From an optimization exercise on the open Yosys and OpenROAD flow, aimed at small area, a short achievable clock period and few clock cycles per item; shortcuts taken in it are not production practice.
For this run, only the layout was checked, not whether the RTL still works.

[run.sh]
#!/bin/bash
# synth_recipe.tcl (not shown) runs the flow's synth.tcl, then flattens the netlist and writes it again
# the make line also repeats each setting of config.mk as NAME=value (left out here)
make -C /OpenROAD-flow-scripts/flow DESIGN_CONFIG=/design/flow/config.mk WORK_HOME=/design/flow/orfs CLKGATE_MAP_FILE= SYNTH_SCRIPT=/design/flow/synth_recipe.tcl finish
[config.mk]
export PLATFORM = sky130hd
export DESIGN_NAME = cordic_engine
export DESIGN_NICKNAME = cordic_engine
export VERILOG_FILES = /design/flow/design.v
export SDC_FILE = /design/flow/constraint.sdc
export NUM_CORES = 4
export LEC_CHECK = 0
export CAP_MARGIN = 20
export CORE_MARGIN = 2
export CORE_UTILIZATION = 45
export PLACE_DENSITY = 0.6
export SLEW_MARGIN = 20
[constraint.sdc]
create_clock -name core_clock -period 5.0 [get_ports {clock}]
set_input_delay 1.0000 -clock core_clock [delete_from_list [all_inputs] [get_ports {clock}]]
set_output_delay 1.0000 -clock core_clock [all_outputs]
set_load 0.01 [all_outputs]
[design.v]
module cordic_engine #(
  parameter int WIDTH       = 16,
  parameter int ANGLE_WIDTH = 16,
  parameter int STAGES      = 14,
  parameter int GUARD       = 2,
  parameter int TAG_WIDTH   = 8
) (
  input  logic                   clock,
  input  logic                   reset,
  input  logic                   in_valid,
  output logic                   in_ready,
  input  logic                   mode_in,
  input  logic signed [WIDTH-1:0] x_in,
  input  logic signed [WIDTH-1:0] y_in,
  input  logic [ANGLE_WIDTH-1:0] angle_in,
  input  logic [TAG_WIDTH-1:0]   tag_in,
  output logic                   out_valid,
  input  logic                   out_ready,
  output logic signed [WIDTH+1:0] x_out,
  output logic signed [WIDTH+1:0] y_out,
  output logic [ANGLE_WIDTH-1:0] angle_out,
  output logic                   mode_out,
  output logic [TAG_WIDTH-1:0]   tag_out
);
  localparam int IW = WIDTH + 2 + GUARD;
  localparam int AW = ANGLE_WIDTH;
  localparam int OW = WIDTH + 2;
  localparam logic [AW-1:0] HALF = {1'b1, {(AW-1){1'b0}}};
  function automatic logic [AW-1:0] atan_lut(input int i);
    logic [32:0] a;
    logic [32:0] r;
    case (i)
      0:  a = 33'h20000000;
      1:  a = 33'h12E4051E;
      2:  a = 33'h09FB385B;
      3:  a = 33'h051111D4;
      4:  a = 33'h028B0D43;
      5:  a = 33'h0145D7E1;
      6:  a = 33'h00A2F61E;
      7:  a = 33'h00517C55;
      8:  a = 33'h0028BE53;
      9:  a = 33'h00145F2F;
      10: a = 33'h000A2F98;
      11: a = 33'h000517CC;
      12: a = 33'h00028BE6;
      13: a = 33'h000145F3;
      14: a = 33'h0000A2FA;
      15: a = 33'h0000517D;
      16: a = 33'h000028BE;
      17: a = 33'h0000145F;
      18: a = 33'h00000A30;
      19: a = 33'h00000518;
      20: a = 33'h0000028C;
      21: a = 33'h00000146;
      22: a = 33'h000000A3;
      23: a = 33'h00000051;
      24: a = 33'h00000029;
      25: a = 33'h00000014;
      26: a = 33'h0000000A;
      27: a = 33'h00000005;
      28: a = 33'h00000003;
      29: a = 33'h00000001;
      30: a = 33'h00000001;
      default: a = 33'h0;
    endcase
    r = (a + ((33'd1 << 32) >> (AW + 1))) >> (32 - AW);
    atan_lut = r[AW-1:0];
  endfunction
  function automatic int lo_bit(input int k);
    if (k <= 1)      lo_bit = GUARD;
    else if (k == 2) lo_bit = GUARD - 1;
    else             lo_bit = 0;
    if (lo_bit < 0) lo_bit = 0;
  endfunction
  function automatic int hi_bit(input int k);
    hi_bit = (k == 0) ? WIDTH + GUARD : IW - 1;
  endfunction
  logic en;                        
  logic v [0:STAGES];              
  logic kv;                        
  logic take;                      
  logic arrive;                    
  assign in_ready  = en;
  assign out_valid = v[STAGES];
  assign take      = ~v[STAGES] | out_ready;
  assign arrive    = en & v[STAGES-1];
  always_ff @(posedge clock or posedge reset) begin
    if (reset) begin
      en <= 1'b1;
      kv <= 1'b0;
      v[STAGES] <= 1'b0;
    end else begin
      if (take) v[STAGES] <= kv | arrive;
      kv <= take ? 1'b0 : (kv | arrive);
      en <= take | ~(kv | arrive);
    end
  end
  logic signed [IW-1:0] xs [0:STAGES];
  logic signed [IW-1:0] ys [0:STAGES];
  logic [AW-1:0]        zs [0:STAGES];
  logic                 m  [0:STAGES];
  logic [TAG_WIDTH-1:0] ts [0:STAGES];
  logic signed [IW-1:0] x_ext, y_ext, x_pre, y_pre;
  logic [AW-1:0]        z_pre;
  logic                 flip;
  always_comb begin
    x_ext = {{(IW-WIDTH){x_in[WIDTH-1]}}, x_in} <<< GUARD;
    y_ext = {{(IW-WIDTH){y_in[WIDTH-1]}}, y_in} <<< GUARD;
    flip  = mode_in ? x_in[WIDTH-1] : (angle_in[AW-1] ^ angle_in[AW-2]);
    x_pre = flip ? -x_ext : x_ext;
    y_pre = flip ? -y_ext : y_ext;
    if (mode_in) z_pre = flip ? HALF : '0;
    else         z_pre = flip ? angle_in + HALF : angle_in;
  end
  for (genvar k = 0; k <= STAGES; k++) begin : g_st
    localparam int LO = lo_bit(k);
    localparam int HI = hi_bit(k);
    logic signed [IW-1:0] xd, yd;    
    logic [AW-1:0]        zd;
    logic                 md;
    logic [TAG_WIDTH-1:0] td;
    logic                 ld;        
    logic [HI:LO]         xr, yr;
    logic [AW-1:0]        zr;
    logic                 mr;
    logic [TAG_WIDTH-1:0] tr;
    if (k == 0) begin : g_in
      assign xd = x_pre;
      assign yd = y_pre;
      assign zd = z_pre;
      assign md = mode_in;
      assign td = tag_in;
      assign ld = en;
      always_ff @(posedge clock or posedge reset) begin
        if (reset) v[0] <= 1'b0;
        else if (en) v[0] <= in_valid;
      end
    end else begin : g_it
      localparam int I = k - 1;
      localparam logic [AW-1:0] ATAN = atan_lut(I);
      localparam logic [AW-1:0] NATAN = -atan_lut(I);
      logic signed [IW-1:0] xsh, ysh;
      logic [IW:0]          xa, ya;
      logic                 d;
      logic [AW-1:0]        zn;
      always_comb begin
        xsh = xs[k-1] >>> I;
        ysh = ys[k-1] >>> I;
        d   = m[k-1] ? ys[k-1][IW-1] : ~zs[k-1][AW-1];
        xa  = {xs[k-1], 1'b1} + {ysh ^ {IW{d}}, d};
        ya  = {ys[k-1], 1'b1} + {xsh ^ {IW{~d}}, ~d};
        zn  = zs[k-1] + (d ? NATAN : ATAN);
      end
      if (k < STAGES) begin : g_mid
        assign xd = xa[IW:1];
        assign yd = ya[IW:1];
        assign zd = zn;
        assign md = m[k-1];
        assign td = ts[k-1];
        assign ld = en;
        always_ff @(posedge clock or posedge reset) begin
          if (reset) v[k] <= 1'b0;
          else if (en) v[k] <= v[k-1];
        end
      end else begin : g_out
        logic [OW-1:0]        kx, ky;
        logic [AW-1:0]        kz;
        logic                 km;
        logic [TAG_WIDTH-1:0] kt;
        always_ff @(posedge clock) begin
          if (~kv) begin
            kx <= xa[IW:GUARD+1];
            ky <= ya[IW:GUARD+1];
            kz <= zn;
            km <= m[k-1];
            kt <= ts[k-1];
          end
        end
        assign xd = kv ? {kx, {GUARD{1'b0}}} : xa[IW:1];
        assign yd = kv ? {ky, {GUARD{1'b0}}} : ya[IW:1];
        assign zd = kv ? kz : zn;
        assign md = kv ? km : m[k-1];
        assign td = kv ? kt : ts[k-1];
        assign ld = take;
      end
    end
    always_ff @(posedge clock) begin
      if (ld) begin
        xr <= xd[HI:LO];
        yr <= yd[HI:LO];
        zr <= zd;
        mr <= md;
        tr <= td;
      end
    end
    assign xs[k] = {{(IW-1-HI){xr[HI]}}, xr, {LO{1'b0}}};
    assign ys[k] = {{(IW-1-HI){yr[HI]}}, yr, {LO{1'b0}}};
    assign zs[k] = zr;
    assign m[k]  = mr;
    assign ts[k] = tr;
  end
  assign x_out     = xs[STAGES][IW-1:GUARD];
  assign y_out     = ys[STAGES][IW-1:GUARD];
  assign angle_out = zs[STAGES];
  assign mode_out  = m[STAGES];
  assign tag_out   = ts[STAGES];
endmodule
==> run_results.csv <==
group,metric,value,unit
timing,maxSlewViolCount,0,
placement,hpwlAfterDp,123500,µm
detailed_routing,drt-pass1-iter-count,6,
finish,area_growth,12.07,%
die,initial_core_util,0.4538,
grt,grt_pass1_vias,46180,
setup_path,cpPeakStageDelay,720,ps
die,dieArea,0.1545,mm²
placement,dp_cells,8314,
setup_path,cp.required,5480,ps
setup_path,slowest_stage,"nor4_1",
clock_tree,cts_buffer_depth,3,
die,row_count,142,
yosys,netlist-cell-type-count,86,
grt,antenna_found_initial,0,
timing,fin_crit_sh,0.9265,
setup_path,cp-start-kind,"flop",
yosys,yosysSeqAreaShare,0.4517,
finish,layout.nets,7192,
clock_tree,root_buffer,"clkbuf_16",
setup_path,crit_fanout,21,
timing,rsz0062_at_grt,"no",
die,coreArea,0.1501,mm²
yosys,yosys-top-cells-area,"edfxtp_1 (44%), ha_1 (13%), xnor2_1 (10%)",
yosys,ys_warn_count,7,
yosys,synth-edff-count,994,
finish,drive_above_1_share,0.05924,
timing,worstMarginPinSlew,1088,ps
placement,dp_slack,461.2,ps
timing,finalWorstSetupSlack,367.3,ps
run_status,outcome,"complete, no violations",
grt,gr-total-overflow,0,
die,dieHeight,393.1,µm
setup_path,cp_cell_sequence,"nand2b_1, nand2_2, buf_4, buf_4, xor2_1, ha_1, a21o_1, a21oi_1, o21bai_1, nor4_1, or3_1, nand3_1, o41ai_1, xnor2_1",
yosys,synth.most_common_cell,"edfxtp_1",
detailed_routing,routed_wl,158800,µm
timing,hold-worst-slack,407.3,ps
timing,period_minus_slack,4633,ps
detailed_routing,drt_first_iter_violations,2908,
finish,final-instance-count-excl-fill,8533,
placement,routabilityCongestion,0.8728,
timing,tns,0,ps
die,chipWidth,393.1,µm
yosys,synth_top_area_share,0.4381,
detailed_routing,vias,47140,
setup_path,crit_family,"simple AND/OR/NAND/NOR gates",
yosys,async_flop_share,0.01641,
timing,timing.fmax,215.9,MHz
yosys,ys_ff_latch,1036,
setup_path,path_buf_inv,2,
clock_tree,cts_setup_buffers,0,
clock_tree,cts_hold_buf,0,
placement,place.port_buffers,123,
clock_tree,cts_buffers,115,
yosys,syn_inst,6184,
yosys,syn-num-nets,6961,
clock_tree,path_clk_slew,60,ps
placement,place_area,0.07217,mm²
timing,hold_violations,0,
clock_tree,cts_resized,0,
clock_tree,clk_latency,760,ps
detailed_routing,ant_nets,0,
finish,multi_input_area,0.03627,mm²
grt,grt_pass1_wl,251200,µm
yosys,syn_avg_cell_area,11.02,µm²
setup_path,crit_type,"flop to flop",
clock_tree,clkSinkCount,1036,
setup_path,cp_common_cell,"buf_4",
worst_hold_path,hp-class,"flop to flop",
timing,skew,62.81,ps
finish,ff_latch_area,0.03078,mm²
finish,final_area,0.07635,mm²
finish,fin_util,0.5086,
setup_path,worstPathArrival,5110,ps
clock_tree,cts_tree,"done",
detailed_routing,viasPerCell,5.525,
die,top_level_ports,124,
clock_tree,htree_num_levels,3,
timing,slew-limit-headroom,0.2749,
detailed_routing,wire_per_inst,18.62,µm
grt,grt_use_total,0.2047,
grt,grt_max_degree,154,
detailed_routing,drc,0,
yosys,synth_ff_type,"edfxtp_1",
run,drv_cap,0,
yosys,synthTopCellsByCount,"edfxtp_1 (994), xnor2_1 (782), ha_1 (703)",
setup_path,worst-r2r-setup-slack,370,ps
finish,fillers,13340,
setup_path,cp-end-kind,"flop",
yosys,synth_area_leader_cell,"edfxtp_1",
yosys,syn_area,0.06813,mm²
timing,finalSetupViolations,0,
## final cells by class
type	count	area share
Antenna cell	1	0.00003277
Clock buffer	145	0.04144
Clock inverter	73	0.01314
Inverter	233	0.01149
Multi-Input combinational cell	4850	0.4751
Sequential cell	1036	0.4031
Tap cell	2016	0.03304
Timing Repair Buffer	179	0.02261
## worst reg2reg max path, delay by kind of cell (launching register included)
family          cells  cell delay (ps)
compound gates      4              850
xor+xnor            2              340
fa+ha+maj           1              340
buf+inv             2              730
flops               1              550
simple gates        5             1540
## cell families (layout without fill, tap and decap cells)
group                      after synthesis  in the layout  share of synthesized area
DFF                                   1036           1036                     0.4517
buffers and inverters                  298            630                    0.01653
other                                    0              1                          0
xor gates and xnor gates              1051           1051                     0.1351
adders and majority gates              716            716                     0.1329
AOI/OAI and AO/OA                     1568           1568                     0.1497
muxes                                   58             58                   0.009403
and+or+nand+nor                       1457           1457                     0.1047
## path summary, 6_finish.rpt
| path | end | startpoint | depth (start not counted) |
|---|---|---|---|
| setup / recovery | g_st[4].yr[18] | g_st[3].mr | 14 |
| hold / removal | g_st[11].zr[0] | g_st[10].zr[0] | 0 |
| setup reg to reg | g_st[4].yr[18] | g_st[3].mr | 14 |
| hold reg to reg | g_st[11].zr[0] | g_st[10].zr[0] | 0 |
| max in group asynchronous | kv | reset | 2 |
| min in group asynchronous | v[11] | reset | 2 |
## state kept, by name, summed over array words and instances (netlist names), 8 cells and up
name and flops:
g_st.yr 292, g_st.xr 291, g_st.zr 240, g_st.tr 120
g_st.g_it.g_out.kx 18, g_st.g_it.g_out.ky 18, g_st.g_it.g_out.kz 16, g_st.mr 15
v 15, g_st.g_it.g_out.kt 8
## cells in the final DEF, fill, tap and decap left out, types with 23 or more instances in the layout
cell / count
a21o_1: 211
o21bai_1: 80
a21boi_0: 24
edfxtp_1: 994
or3_1: 50
nand4_1: 35
ha_1: 703
nand2b_1: 92
a211o_1: 31
clkdlybuf4s50_1: 123
and2_1: 32
o211ai_1: 23
or2_2: 34
nand2_1: 334
o21a_1: 85
xnor2_1: 781
inv_1: 224
nor2b_1: 115
o21ai_0: 266
buf_4: 50
nor4_1: 23
clkbuf_16: 118
mux2_2: 48
nor3_1: 140
a31oi_1: 90
a211oi_1: 53
dfxtp_1: 25
xor2_1: 269
nand3_1: 144
nor2_1: 341
and3_1: 61
o31ai_1: 36
a21oi_1: 453
## routing by layer
metal | routed length (µm) | track usage | share of wire
met1 | 69630 | 0.2583 | 0.44
met2 | 79820 | 0.3702 | 0.50
met3 | 5863 | 0.02317 | 0.037
met4 | 3525 | 0.05280 | 0.022
met5 | 0 | 0 | 0

## re-timing with driven ports
The results above use ideal ports. As a check the final layout listed here was re-extracted and re-timed, cells and wires unchanged.
Step 1, drivers: a clkbuf_16 drives clock and a buf_2 each remaining input, both assumed.
Step 2 times the ports against the registers' clock, not the clock port: input delays grow and output delays shrink by t, the midpoint of the rising clock arrivals with the driver on.
Slacks: ideal / step 1 / step 2; pairs: ideal / step 1.
t (ns): 0.811
setup WS [ns]: 0.367 / 0.367 / 0.367
worst slew at a driven data input, ns: 0.06
After both steps setup and hold are still met in this run. For this run, drivers alone change the setup slack by 0.000 ns; drivers and shift together by 0.000 ns.
